This design comes from an exercise in tuning for a short achievable clock period and few clock cycles per item on the open sky130 flow, not from production work. Only simulation tests tie the RTL to the original design; equivalence was not proved. Power figures rest on the tool's default switching activity, not on a simulated workload.

$ cat flow/config.mk
export PLATFORM = sky130hd
export DESIGN_NAME = tty_fifo_device
export DESIGN_NICKNAME = tty_fifo_device
export VERILOG_FILES = /design/flow/design.v
export SDC_FILE = /design/flow/constraint.sdc
export NUM_CORES = 4
export LEC_CHECK = 0
export CAP_MARGIN = 20
export CORE_MARGIN = 2
export CORE_UTILIZATION = 40
export SLEW_MARGIN = 20
$ cat flow/design.v
package tfd_pkg;
    localparam int FIFO_DEPTH = 256;
    localparam int RATE_SHIFT = 4;
    localparam int BYTE_W = 8;
    localparam int PTR_W  = (FIFO_DEPTH > 1) ? $clog2(FIFO_DEPTH) : 1;
    localparam int CNT_W  = $clog2(FIFO_DEPTH + 1);
    localparam int RATE_W = 3;
    localparam int CMP_W  = ((CNT_W > BYTE_W) ? CNT_W : BYTE_W) + 1;
    localparam logic [BYTE_W-1:0] LIMIT_RESET = 8'd255;
    typedef enum logic [1:0] {
        OP_READ  = 2'd0,
        OP_WRITE = 2'd1,
        OP_TICK  = 2'd2,
        OP_NONE  = 2'd3
    } t_op;
    localparam logic [BYTE_W-1:0] ADDR_CTRL     = 8'd0;
    localparam logic [BYTE_W-1:0] ADDR_RX_COUNT = 8'd1;
    localparam logic [BYTE_W-1:0] ADDR_TX_COUNT = 8'd2;
    localparam logic [BYTE_W-1:0] ADDR_DATA     = 8'd3;
    typedef struct packed {
        logic              push;
        logic              pop;
        logic [BYTE_W-1:0] data;
    } t_q_req;
endpackage
module tfd_ram #(
    parameter int WIDTH = 8,
    parameter int DEPTH = 256
) (
    input  logic                                       i_clk,
    input  logic                                       i_wr_en,
    input  logic [((DEPTH > 1) ? $clog2(DEPTH) : 1)-1:0] i_wr_addr,
    input  logic [WIDTH-1:0]                           i_wr_data,
    input  logic                                       i_rd_en,
    input  logic [((DEPTH > 1) ? $clog2(DEPTH) : 1)-1:0] i_rd_addr,
    output logic [WIDTH-1:0]                           o_rd_data
);
    logic [WIDTH-1:0] r_mem [DEPTH];
    logic [WIDTH-1:0] r_rd_data;
    always_ff @(posedge i_clk) begin
        if (i_wr_en) begin
            r_mem[i_wr_addr] <= i_wr_data;
        end
        if (i_rd_en) begin
            r_rd_data <= r_mem[i_rd_addr];
        end
    end
    assign o_rd_data = r_rd_data;
endmodule
module tfd_queue (
    input  logic                        i_clk,
    input  logic                        i_rst_n,
    input  tfd_pkg::t_q_req             i_req,
    input  logic [tfd_pkg::BYTE_W-1:0]  i_limit,
    output logic [tfd_pkg::CNT_W-1:0]   o_count,
    output logic [tfd_pkg::BYTE_W-1:0]  o_rd_data
);
    logic [tfd_pkg::PTR_W-1:0] r_head;
    logic [tfd_pkg::PTR_W-1:0] n_head;
    logic [tfd_pkg::CNT_W-1:0] r_count;
    logic [tfd_pkg::CNT_W-1:0] n_count;
    logic [tfd_pkg::PTR_W-1:0] head_inc;
    logic [tfd_pkg::CNT_W:0]   tail_sum;
    logic [tfd_pkg::PTR_W-1:0] tail_addr;
    logic [tfd_pkg::CMP_W-1:0] lim_eff;
    logic [tfd_pkg::CMP_W-1:0] count_plus;
    always_comb begin
        head_inc = (r_head == tfd_pkg::PTR_W'(tfd_pkg::FIFO_DEPTH - 1))
                 ? '0 : r_head + 1'b1;
        tail_sum = (tfd_pkg::CNT_W + 1)'(r_head) + (tfd_pkg::CNT_W + 1)'(r_count);
        if (tail_sum >= (tfd_pkg::CNT_W + 1)'(tfd_pkg::FIFO_DEPTH)) begin
            tail_addr = tfd_pkg::PTR_W'(tail_sum - (tfd_pkg::CNT_W + 1)'(tfd_pkg::FIFO_DEPTH));
        end else begin
            tail_addr = tfd_pkg::PTR_W'(tail_sum);
        end
        lim_eff = tfd_pkg::CMP_W'(i_limit);
        if (lim_eff > tfd_pkg::CMP_W'(tfd_pkg::FIFO_DEPTH)) begin
            lim_eff = tfd_pkg::CMP_W'(tfd_pkg::FIFO_DEPTH);
        end
        count_plus = tfd_pkg::CMP_W'(r_count) + 1'b1;
        n_head  = r_head;
        n_count = r_count;
        if (i_req.push) begin
            if (count_plus >= lim_eff) begin
                n_head = head_inc;
            end else begin
                n_count = r_count + 1'b1;
            end
        end else if (i_req.pop) begin
            n_head  = head_inc;
            n_count = r_count - 1'b1;
        end
    end
    always_ff @(posedge i_clk) begin
        if (!i_rst_n) begin
            r_head  <= '0;
            r_count <= '0;
        end else begin
            r_head  <= n_head;
            r_count <= n_count;
        end
    end
    tfd_ram #(
        .WIDTH (tfd_pkg::BYTE_W),
        .DEPTH (tfd_pkg::FIFO_DEPTH)
    ) u_ram (
        .i_clk     (i_clk),
        .i_wr_en   (i_req.push),
        .i_wr_addr (tail_addr),
        .i_wr_data (i_req.data),
        .i_rd_en   (i_req.pop),
        .i_rd_addr (r_head),
        .o_rd_data (o_rd_data)
    );
    assign o_count = r_count;
endmodule
module tty_fifo_device (
    input  logic       i_clk,
    input  logic       i_rst_n,
    input  logic       i_cfg_wr_en,
    input  logic [7:0] i_cfg_wr_data,
    input  logic       i_in_valid,
    output logic       o_in_stall,
    input  logic [1:0] i_operation,
    input  logic [7:0] i_address,
    input  logic [7:0] i_write_data,
    input  logic       i_rx_valid,
    input  logic [7:0] i_rx_byte,
    output logic       o_out_valid,
    input  logic       i_out_stall,
    output logic [7:0] o_read_data,
    output logic       o_tx_valid,
    output logic [7:0] o_tx_byte,
    output logic       o_bad_address
);
    logic [tfd_pkg::BYTE_W-1:0] r_fifo_limit;
    logic                       r_port_en;
    logic                       n_port_en;
    logic [tfd_pkg::RATE_W-1:0] r_rate;
    logic [tfd_pkg::RATE_W-1:0] n_rate;
    logic                       r_busy;
    logic                       r_pend_rx_pop;
    logic                       n_pend_rx_pop;
    logic [tfd_pkg::BYTE_W-1:0] r_pend_rdata;
    logic [tfd_pkg::BYTE_W-1:0] n_pend_rdata;
    logic                       r_pend_txv;
    logic                       n_pend_txv;
    logic                       r_pend_bad;
    logic                       n_pend_bad;
    logic                       r_out_valid;
    logic [tfd_pkg::BYTE_W-1:0] r_read_data;
    logic                       r_tx_valid;
    logic [tfd_pkg::BYTE_W-1:0] r_tx_byte;
    logic                       r_bad_address;
    logic                       in_accept;
    logic                       out_take;
    tfd_pkg::t_op               op;
    tfd_pkg::t_q_req            rx_req;
    tfd_pkg::t_q_req            tx_req;
    logic [tfd_pkg::CNT_W-1:0]  rx_count;
    logic [tfd_pkg::CNT_W-1:0]  tx_count;
    logic [tfd_pkg::BYTE_W-1:0] rx_rd_data;
    logic [tfd_pkg::BYTE_W-1:0] tx_rd_data;
    logic                       addr_bad;
    assign o_in_stall = r_busy || (r_out_valid && i_out_stall);
    assign in_accept  = i_in_valid && !o_in_stall;
    assign out_take   = r_out_valid && !i_out_stall;
    assign op       = tfd_pkg::t_op'(i_operation);
    assign addr_bad = (i_address > tfd_pkg::ADDR_DATA);
    always_comb begin
        rx_req        = '0;
        tx_req        = '0;
        n_port_en     = r_port_en;
        n_rate        = r_rate;
        n_pend_rx_pop = 1'b0;
        n_pend_rdata  = '0;
        n_pend_txv    = 1'b0;
        n_pend_bad    = 1'b0;
        if (in_accept) begin
            case (op)
                tfd_pkg::OP_READ: begin
                    if (addr_bad) begin
                        n_pend_bad = 1'b1;
                    end else if (i_address == tfd_pkg::ADDR_CTRL) begin
                        n_pend_rdata = tfd_pkg::BYTE_W'(r_port_en)
                                     | (tfd_pkg::BYTE_W'(r_rate) << tfd_pkg::RATE_SHIFT);
                    end else if (i_address == tfd_pkg::ADDR_RX_COUNT) begin
                        n_pend_rdata = tfd_pkg::BYTE_W'(rx_count);
                    end else if (i_address == tfd_pkg::ADDR_TX_COUNT) begin
                        n_pend_rdata = tfd_pkg::BYTE_W'(tx_count);
                    end else begin
                        if (rx_count != '0) begin
                            rx_req.pop    = 1'b1;
                            n_pend_rx_pop = 1'b1;
                        end
                    end
                end
                tfd_pkg::OP_WRITE: begin
                    if (addr_bad) begin
                        n_pend_bad = 1'b1;
                    end else if (i_address == tfd_pkg::ADDR_CTRL) begin
                        n_port_en = i_write_data[0];
                        n_rate    = tfd_pkg::RATE_W'(i_write_data >> tfd_pkg::RATE_SHIFT);
                    end else if (i_address == tfd_pkg::ADDR_DATA) begin
                        tx_req.push = 1'b1;
                        tx_req.data = i_write_data;
                    end
                end
                tfd_pkg::OP_TICK: begin
                    if (r_port_en && (tx_count != '0)) begin
                        tx_req.pop = 1'b1;
                        n_pend_txv = 1'b1;
                    end
                    if (i_rx_valid) begin
                        rx_req.push = 1'b1;
                        rx_req.data = i_rx_byte;
                    end
                end
                default: begin
                end
            endcase
        end
    end
    tfd_queue u_rx_queue (
        .i_clk     (i_clk),
        .i_rst_n   (i_rst_n),
        .i_req     (rx_req),
        .i_limit   (r_fifo_limit),
        .o_count   (rx_count),
        .o_rd_data (rx_rd_data)
    );
    tfd_queue u_tx_queue (
        .i_clk     (i_clk),
        .i_rst_n   (i_rst_n),
        .i_req     (tx_req),
        .i_limit   (r_fifo_limit),
        .o_count   (tx_count),
        .o_rd_data (tx_rd_data)
    );
    always_ff @(posedge i_clk) begin
        if (!i_rst_n) begin
            r_fifo_limit <= tfd_pkg::LIMIT_RESET;
            r_port_en    <= 1'b0;
            r_rate       <= '0;
            r_busy       <= 1'b0;
            r_out_valid  <= 1'b0;
        end else begin
            if (i_cfg_wr_en) begin
                r_fifo_limit <= i_cfg_wr_data;
            end
            r_port_en <= n_port_en;
            r_rate    <= n_rate;
            r_busy    <= in_accept;
            if (r_busy) begin
                r_out_valid <= 1'b1;
            end else if (out_take) begin
                r_out_valid <= 1'b0;
            end
        end
    end
    always_ff @(posedge i_clk) begin
        if (in_accept) begin
            r_pend_rx_pop <= n_pend_rx_pop;
            r_pend_rdata  <= n_pend_rdata;
            r_pend_txv    <= n_pend_txv;
            r_pend_bad    <= n_pend_bad;
        end
        if (r_busy) begin
            r_read_data   <= r_pend_rx_pop ? rx_rd_data : r_pend_rdata;
            r_tx_valid    <= r_pend_txv;
            r_tx_byte     <= r_pend_txv ? tx_rd_data : '0;
            r_bad_address <= r_pend_bad;
        end
    end
    assign o_out_valid   = r_out_valid;
    assign o_read_data   = r_read_data;
    assign o_tx_valid    = r_tx_valid;
    assign o_tx_byte     = r_tx_byte;
    assign o_bad_address = r_bad_address;
endmodule
$ cat flow/constraint.sdc
create_clock -name core_clock -period 5.0 [get_ports {i_clk}]
set_input_delay 1.0000 -clock core_clock [delete_from_list [all_inputs] [get_ports {i_clk}]]
set_output_delay 1.0000 -clock core_clock [all_outputs]
set_load 0.01 [all_outputs]
$ cat flow/run.sh
#!/bin/bash
# synth_recipe.tcl (not shown) runs the flow's synth.tcl, then flattens the netlist and writes it again
# the make line also repeats each setting of config.mk as NAME=value (left out here)
make -C /OpenROAD-flow-scripts/flow DESIGN_CONFIG=/design/flow/config.mk WORK_HOME=/design/flow/orfs CLKGATE_MAP_FILE= SYNTH_SCRIPT=/design/flow/synth_recipe.tcl finish
==> results.txt <==
* Setup crit start kind: flop
* Compound-gate portion of the synthesized area at 3.14%
* # resized after CTS at 0
* Worst Setup Slack post-DPL at 0.467 ns
* Depth of the worst register-to-register path at 12
* Maximum net fanout on the critical path at 39
* Fraction of final layout cells sized beyond drive strength 1 at 27.7%
* Number of flip-flops and latches in the synthesized netlist at 4189
* Final ANT Viol Nets at 0
* Commonest non-fill, non-tap cells in the layout: 4141 x edfxtp_1, 969 x mux4_2, 786 x buf_4, 610 x nor2_1, 421 x clkbuf_16
* Clk buf depth at 4
* Horizontal die dimension at 646 µm
* Share of async-settable or async-resettable flops after synthesis at 0%
* R2R Setup Slk at 0.40 ns
* Nature of the critical path endpoint: flop
* Core Region at 0.410 mm²
* Number of top-level design ports at 60
* Worst reg2reg path endpoint: u_tx_queue.u_ram.r_mem[154][1]$_DFFE_PP_
* Worst-case clock skew at 0.0684 ns
* Destination of the critical timing path: u_tx_queue.u_ram.r_mem[154][1]$_DFFE_PP_
* CTS root buffer: clkbuf_16
* Sequential-to-total area share from yosys stat at 76.0%
* Number of hold buffers added after cts at 0
* Mean area per synthesized cell at 20.6 µm²
* Leakage Power at 60.3 nW
* Combinational family with the most area after synthesis: multiplexers
* Total via count in the routed design at 85714
* TritonCTS clock tree: built
* H-tree levels at 5
* Crit Path Category: reg2reg
* Placed instance count at 13960
* Maximum ir drop on the vdd rail at 0.000382 V
* First-pass GRT wire length at 652000 µm
* Total length of routed wires at 461000 µm
* Initial Util at 40.2%
* Layout net count at 9020
* Data required time of the critical path at 5.64 ns
* Post-route standard cell area excluding fillers at 0.192 mm²
* Growth of design area from synthesis to finish at 16.2%
* Outcome: finished clean
* Commonest register cell after synthesis: edfxtp_1
* Post-route setup TNS at 0 ns
* Iteration-0 DRC Markers at 10885
* Routed WL per cell at 31.3 µm
* Ranking of synthesized cells by area: edfxtp_1 75%, mux4_2 13%, mux2i_1 2.0%, nor2_1 1.4%, dfxtp_1 0.58%
* Overall die area at 0.417 mm²
* Number of search-and-repair iterations in the first detailed-routing pass at 8
* Final weighted congestion of routability-driven global placement at 0.905
* Buffer count from post-CTS setup fixing at 0
* DP Wirelength at 303000 µm
* Final critical-path share of the clock period at 91.9%
* Area share of the largest cell type after synthesis at 75.4%
* Pin count of the biggest net entering global routing at 108
* Non-filler cells, final at 14720
* Synthesized-area fraction occupied by and/or/nand/nor cells at 3.14%
* RSZ-0062 raised after global routing: no
* Leftover overflow at the end of global routing at 0
* Height of the chip at 646 µm
* Unique masters post-synth at 79
* Number of synthesized flops with an enable pin at 4141
* Pin slew with the least headroom to its limit at 1.23 ns
* Area of placed instances at 0.178 mm²
* Worst setup path startpoint: u_tx_queue.r_head[0]$_SDFFE_PN0P_
* Maximum operating frequency at 0.218 GHz
* Final count of hold timing violations at 0
* Arrival time at the worst endpoint at 5.23 ns
* Post-Syn Nets at 8116
* Startpoint of the most critical register-to-register path: u_tx_queue.r_head[0]$_SDFFE_PN0P_
* Max-slew headroom at 17.9%
* Number of warnings issued by yosys at 3
* Clock slew at the register clock pins of the worst setup and hold paths at 0.06 ns
* Total Power Consumption at 70.2 mW
* Number of global-route vias before repair at 86075
* Number of design rule violations left after detail routing at 0
* Initial antenna violation count at 13
* XOR/XNOR Fraction of Synth Area at 0.228%
* Cell area after synthesis at 0.165 mm²
* Number of filler instances in the final layout at 33671
* Overall track demand over capacity in global routing at 21.7%
* Detail-routed via count per cell at 5.82
* Mux share of post-synthesis cell area at 15.5%
* Post-route minimum period at 4.60 ns
* Type of the most critical hold path: reg2reg
* Site row count at 235
* Clock Sink Count at 4189
* Total of endpoints with negative setup slack in the final report at 0
* Gate count of the mapped netlist at 8022
* Area leader, netlist: edfxtp_1
* Adder-cell share of the synthesized area at 0.428%
* Clock buffer count from CTS at 415
* Most common cell after layout, fill and taps aside: edfxtp_1
* Number of slew-limit violations in the final report at 0
* Power density over the cells at 366 mW/mm²
* Max-cap violation count at 0
* Clock latency at the later pin of the worst-skew pair at 0.99 ns
* Number of buffers added on ports at 59
* Min setup slack post-route at 0.403 ns
worst min path at each step:
stage,startpoint,endpoint,slack [ns],depth (start not counted)
finish,r_pend_bad$_SDFFCE_PN0P_,r_bad_address$_DFFE_PP_,0.45,0
global route,r_pend_bad$_SDFFCE_PN0P_,r_bad_address$_DFFE_PP_,0.45,0
CTS,r_pend_bad$_SDFFCE_PN0P_,r_bad_address$_DFFE_PP_,0.44,0
detailed placement,r_pend_bad$_SDFFCE_PN0P_,r_bad_address$_DFFE_PP_,0.43,0
global placement,r_pend_bad$_SDFFCE_PN0P_,r_bad_address$_DFFE_PP_,0.43,0
floorplan,r_pend_bad$_SDFFCE_PN0P_,r_bad_address$_DFFE_PP_,0.40,0
cell usage after synthesis (15+ instances only):
cell / instances
buf_2: 143
nand3_1: 131
a22oi_1: 109
mux2_2: 42
buf_6: 27
mux4_2: 969
o21ai_0: 82
buf_1: 46
o31ai_1: 24
inv_1: 37
a221o_1: 15
nand2b_1: 30
a221oi_1: 72
xnor2_1: 33
a211oi_1: 42
a21oi_1: 146
o211ai_1: 37
nor3_1: 49
clkbuf_1: 160
a31oi_1: 26
nor2b_1: 45
a22o_1: 17
nand2_1: 148
mux2i_1: 325
nor2_1: 615
and2_1: 34
o22ai_1: 52
edfxtp_1: 4141
dfxtp_1: 48
a2111oi_0: 16
a21o_1: 17
ha_1: 50
nand4_1: 31
buf_4: 84
worst max-delay path, cell delays in order, from the launching register on:
cell and delay [ns]:
dfxtp_4 0.61, ha_1 0.41, fa_1 0.42, a21o_1 0.17, a21oi_1 0.32, o21bai_1 0.11
a21oi_1 0.26, xor2_1 0.34, buf_4 0.27, nand3_1 0.55, buf_4 0.43, nor2_1 0.12
buf_4 0.20
layout make-up:
class | instances | area [µm²] | area share (%)
sequential | 4189 | 125000 | 65.4
timing repair buffer | 947 | 8530 | 4.45
inverter | 42 | 163 | 0.0849
antenna | 6 | 15.0 | 0.00784
tap | 5451 | 6820 | 3.56
clock inverter | 256 | 2800 | 1.46
multi-input combinational | 3331 | 37100 | 19.4
clock buffer | 498 | 10900 | 5.66
logic make-up after synthesis:
logic type      after synthesis
mux                        1336
flops                      4189
buf+inv                     502
compound gates              740
fa+ha+maj                    54
simple gates               1158
xor+xnor                     43
power by group:
group / internal (mW) / switching, mW / total (mW)
Sequential: 38.1 / 0.0317 / 38.1
Combinational: 0.279 / 0.385 / 0.664
Clock: 18.1 / 13.3 / 31.4
per-stage QoR:
stage                     util, %  hold WS [ns]
after global placement       43.4         0.432
after CTS                    46.7         0.441
after floorplan                 -         0.400
after global routing         46.7         0.449
after detailed placement     43.4         0.431
final                        46.7         0.446
registers in the layout, indices dropped and copies added (netlist names), 9 cells and up:
| register | count |
|---|---|
| u_tx_queue.u_ram.r_mem | 2048 |
| u_rx_queue.u_ram.r_mem | 2048 |
| u_tx_queue.r_count | 9 |
| u_rx_queue.r_count | 9 |
layer usage:
metal | track usage, % | up-vias | wire length (µm)
li1 | - | 35265 | -
met1 | 29.0 | 45647 | 181000
met2 | 35.8 | 4020 | 225000
met3 | 3.47 | 770 | 34900
met4 | 8.55 | 12 | 20200
met5 | 0 | - | 90
Testbench counts, summed over its fixed seeds: cycles 48,024, items 24,000.

==> static timing again, ports no longer ideal <==
In the flow no input, the clock included, has a driving cell. The finished layout below was timed again as built, in two steps. Step 1 sets driving cells, clkbuf_16 on the clock port and buf_2 on the other inputs (assumed; they add their load-dependent delay and slew). Step 2 adds t to the input delays and takes it off the output delays; t is the mean of the earliest and latest rising clock arrival at the registers after step 1. Input paths then give back, and output paths get back, about the clock's delay inside the block. a / b / c = no drivers / after step 1 / after step 2; a / b = the first two.
shift t [ns]: 1.074
slack for setup (ns): 0.403 / 0.403 / 0.403
worst hold slack (ns): 0.446 / 0.446 / 0.446
cell pins on the clock port's net: 1
After both steps this run still meets setup and hold. For this run, drivers alone change the setup slack by 0.000 ns; drivers and shift together by 0.000 ns.
